Source: an optimization exercise on an open RTL-to-GDS flow (aim: small area, a short achievable clock period and few clock cycles per item). Production flows keep margins and buffers that such runs may drop. Only simulation tests tie the RTL to the original design; equivalence was not proved.

== job 6530 ==
Design sqrTop, start of the top module:
module sqrTop
(
   input  logic        clk_sq,
   input  logic        reset_sq,
   input  logic        start,
   input  logic [63:0] sqIn,
   output logic [63:0] sqOut,
   output logic        doneIter
);
Size in the first run: about 5800 cells after synthesis, about 130 I/O pins, about 64000 um2 of cells after synthesis.
==> flow/config.mk <==
export PLATFORM = sky130hd
export DESIGN_NAME = sqrTop
export DESIGN_NICKNAME = sqrTop
export VERILOG_FILES = /design/flow/design.v
export SDC_FILE = /design/flow/constraint.sdc
export NUM_CORES = 4
export LEC_CHECK = 0
export CAP_MARGIN = 20
export CELL_PAD_IN_SITES_DETAIL_PLACEMENT = 1
export CELL_PAD_IN_SITES_GLOBAL_PLACEMENT = 1
export CORE_MARGIN = 2
export CORE_UTILIZATION = 33
export SLEW_MARGIN = 20
export SYNTH_MEMORY_MAX_BITS = 16384
==> flow/constraint.sdc <==
create_clock -name core_clock -period 20.0 [get_ports {clk_sq}]
set_input_delay 4.0000 -clock core_clock [delete_from_list [all_inputs] [get_ports {clk_sq}]]
set_output_delay 4.0000 -clock core_clock [all_outputs]
set_load 0.01 [all_outputs]
standard.sh (not shown) runs the stock make flow with config.mk's settings and CLKGATE_MAP_FILE= SYNTH_SCRIPT=/design/flow/synth_recipe.tcl, a recipe that flattens the netlist after the stock synthesis.
==> flow/flow/run.sh <==
#!/bin/bash
# Layout flow: the standard ORFS flow (standard.sh), with two changes.
#  1. Synthesis runs the standard flow's own script, except that Yosys's synth skips its
#     early abc pass (-noabc), so extract_fa sees the adders as the RTL
#     writes them.  Registers are unchanged (same names, count and cells).
#  2. The synthesized netlist goes through flow/polarity.py, which removes
#     the inverters left between full adders (flipping self-dual adders and
#     swapping gates for their complements); then the standard flow goes on
#     from floorplan, with repair_timing aiming for extra setup slack.
set -euo pipefail
R=$PWD/orfs/results/$FLOW_PLATFORM/sqrTop/base
sed 's/yosys synth -nofsm -noshare/yosys synth -nofsm -noshare -noabc/' synth_recipe.tcl > noabc_synth.tcl
bash standard.sh SYNTH_SCRIPT=$PWD/noabc_synth.tcl $R/1_2_yosys.v > synth.log 2>&1
cp $R/1_2_yosys.v yosys_netlist.v
python3 flow/polarity.py yosys_netlist.v polarity_netlist.v > polarity.log 2>&1
cp polarity_netlist.v $R/1_2_yosys.v
export SETUP_SLACK_MARGIN=${SETUP_MARGIN:-15}
bash standard.sh SYNTH_SCRIPT=$PWD/noabc_synth.tcl > layout.log 2>&1
Other scripts of this flow, unchanged in this note and not shown: flow/flow/libfuncs.py, flow/flow/polarity.py
Testbench counts of job 6530, summed over its fixed seeds: cycles 1,664, items 1,536.
#### Input delta (job 658 over job 6530)
--- a/flow/flow/run.sh
+++ b/flow/flow/run.sh
@@ -17 +17 @@
-export SETUP_SLACK_MARGIN=${SETUP_MARGIN:-15}
+export SETUP_SLACK_MARGIN=${SETUP_MARGIN:-12}
==> comparison <==
- Job 658 gives less global routing usage summed across all routing layers than job 6530 did.
- Compared with job 6530, in job 658 routed wire length lower; final critical delay including setup and external delays lower; number of buffer and inverter instances along the worst setup path higher.
- Job 6530 reports its capturing element of the worst setup path as x[53] while job 658 reports x[63].
- Beginning of the critical path = x[30]: job 6530; beginning of the critical path = x[44]: job 658
- Where cell area is concerned, job 6530 is outperformed by job 658.
Edits applied to the flow inputs when going from job 658 to job 8992:
- CORE_UTILIZATION: 33 -> 40
--- a/flow/flow/run.sh
+++ b/flow/flow/run.sh
@@ -17 +17 @@
-export SETUP_SLACK_MARGIN=${SETUP_MARGIN:-12}
+export SETUP_SLACK_MARGIN=${SETUP_MARGIN:-11}
==> run summary <==
Job 658 → job 8992: final instance count without filler cells now smaller, number of global-route vias before repair climbed 427, insertion delay to the later sink of the worst-skew pair increased by 30 ps relative to the old numbers, critical path depth barely changed. The wire length on met2 number comes out lower for job 8992 vs job 658. Job 8992 completed every stage of the flow, and the final layout passed the timing, DRC and antenna checks. Compared with job 658, in job 8992 time the final worst path needs with I/O delays and setup picked up an extra 82 ps, initial DRC count went up by about 10%, proportion of cell area occupied by registers did not really move, core box area saw a decrease.
Inputs modified between job 8992 and job 7636:
- swapping 40 for 25 in CORE_UTILIZATION
--- a/flow/flow/run.sh
+++ b/flow/flow/run.sh
@@ -17 +17 @@
-export SETUP_SLACK_MARGIN=${SETUP_MARGIN:-11}
+export SETUP_SLACK_MARGIN=${SETUP_MARGIN:-13}
Findings:
- Per the comparison of job 7636 with job 8992, count of non-filler cells in the finished layout increased about 14%, global routing usage on met2 decreased 20 points.
- Job 8992 has higher count of clock buffers in the final design than job 7636.
- [job 7636 vs job 8992] routed wire length per instance: lower in job 7636


sqrTop again, from the RTL that the note above started with.
Settings: LEC_CHECK=0, CAP_MARGIN=20, CELL_PAD_IN_SITES_DETAIL_PLACEMENT=1, CELL_PAD_IN_SITES_GLOBAL_PLACEMENT=1, CORE_MARGIN=2, CORE_UTILIZATION=33, SLEW_MARGIN=20, SYNTH_MEMORY_MAX_BITS=16384; clock period 20.0 ns.
==> flow/flow/run.sh <==
#!/bin/bash
# Layout flow: the standard ORFS flow (standard.sh), with two changes.
#  1. Synthesis runs the standard flow's own script, except that Yosys's synth skips its
#     early abc pass (-noabc), so extract_fa sees the adders as the RTL
#     writes them.  Registers are unchanged (same names, count and cells).
#  2. The synthesized netlist goes through flow/polarity.py, which removes
#     the inverters left between full adders (flipping self-dual adders and
#     swapping gates for their complements); then the standard flow goes on
#     from floorplan, with repair_timing aiming for extra setup slack.
set -euo pipefail
R=$PWD/orfs/results/$FLOW_PLATFORM/sqrTop/base
sed 's/yosys synth -nofsm -noshare/yosys synth -nofsm -noshare -noabc/' synth_recipe.tcl > noabc_synth.tcl
bash standard.sh SYNTH_SCRIPT=$PWD/noabc_synth.tcl $R/1_2_yosys.v > synth.log 2>&1
cp $R/1_2_yosys.v yosys_netlist.v
python3 flow/polarity.py yosys_netlist.v polarity_netlist.v > polarity.log 2>&1
cp polarity_netlist.v $R/1_2_yosys.v
export SETUP_SLACK_MARGIN=${SETUP_MARGIN:-13}
bash standard.sh SYNTH_SCRIPT=$PWD/noabc_synth.tcl > layout.log 2>&1
Other scripts of this flow, unchanged in this note and not shown: flow/flow/libfuncs.py, flow/flow/polarity.py
Testbench counts at the start, summed over its fixed seeds: cycles 1,664, items 1,536.
Change:
Settings changed: CORE_UTILIZATION 33 to 40.
After rerunning: Critical path depth came out lower by 4; clock skew grows by 0.0030 ns; worst setup slack degrades by 0.28 ns; register-to-register slack loses 0.28 ns; cell count fell by a few percent; final area went down slightly; die area drops by about a fifth; core utilization goes up by 8.2 points; sequential cell count stays the same; count of clock-buffer cells in the layout stays the same; via count barely changes.

-- afterwards: timing with drivers on the ports --
No port has a modelled driver above. Below, the same layouts with a new extraction and two added sets of constraints.
Step 1: set_driving_cell puts a clkbuf_16 on clk_sq and a buf_2 on each other input, an assumption about the parent block.
Step 2 times the ports against the registers' clock, not the clock port: input delays grow and output delays shrink by t, the midpoint of the rising clock arrivals with the driver on.
Three values: no drivers, after step 1, after step 2; two values: the first two.
| run | shift t [ns] | slack for setup (ns) | hold WS [ns] | worst register clock-pin slew, ns | worst slew at a driven data input, ns |
|---|---|---|---|---|---|
| job 6530 | 0.499 | 10.092 / 10.092 / 10.092 | 0.703 / 0.703 / 0.703 | 0.09 / 0.09 | 0.08 |
| job 658 | 0.503 | 10.095 / 10.095 / 10.095 | 0.668 / 0.668 / 0.668 | 0.09 / 0.09 | 0.08 |
| job 8992 | 0.518 | 10.013 / 10.013 / 10.013 | 0.705 / 0.705 / 0.705 | 0.11 / 0.11 | 0.09 |
| job 7636 | 0.502 | 10.072 / 10.072 / 10.072 | 0.716 / 0.716 / 0.716 | 0.10 / 0.10 | 0.12 |
| the first run of note 2 | 0.510 | 10.195 / 10.195 / 10.195 | 0.654 / 0.654 / 0.654 | 0.08 / 0.08 | 0.09 |
| the second run of note 2 | 0.494 | 9.917 / 9.917 / 9.917 | 0.665 / 0.665 / 0.665 | 0.09 / 0.09 | 0.08 |
After both steps setup and hold are still met in every run listed.
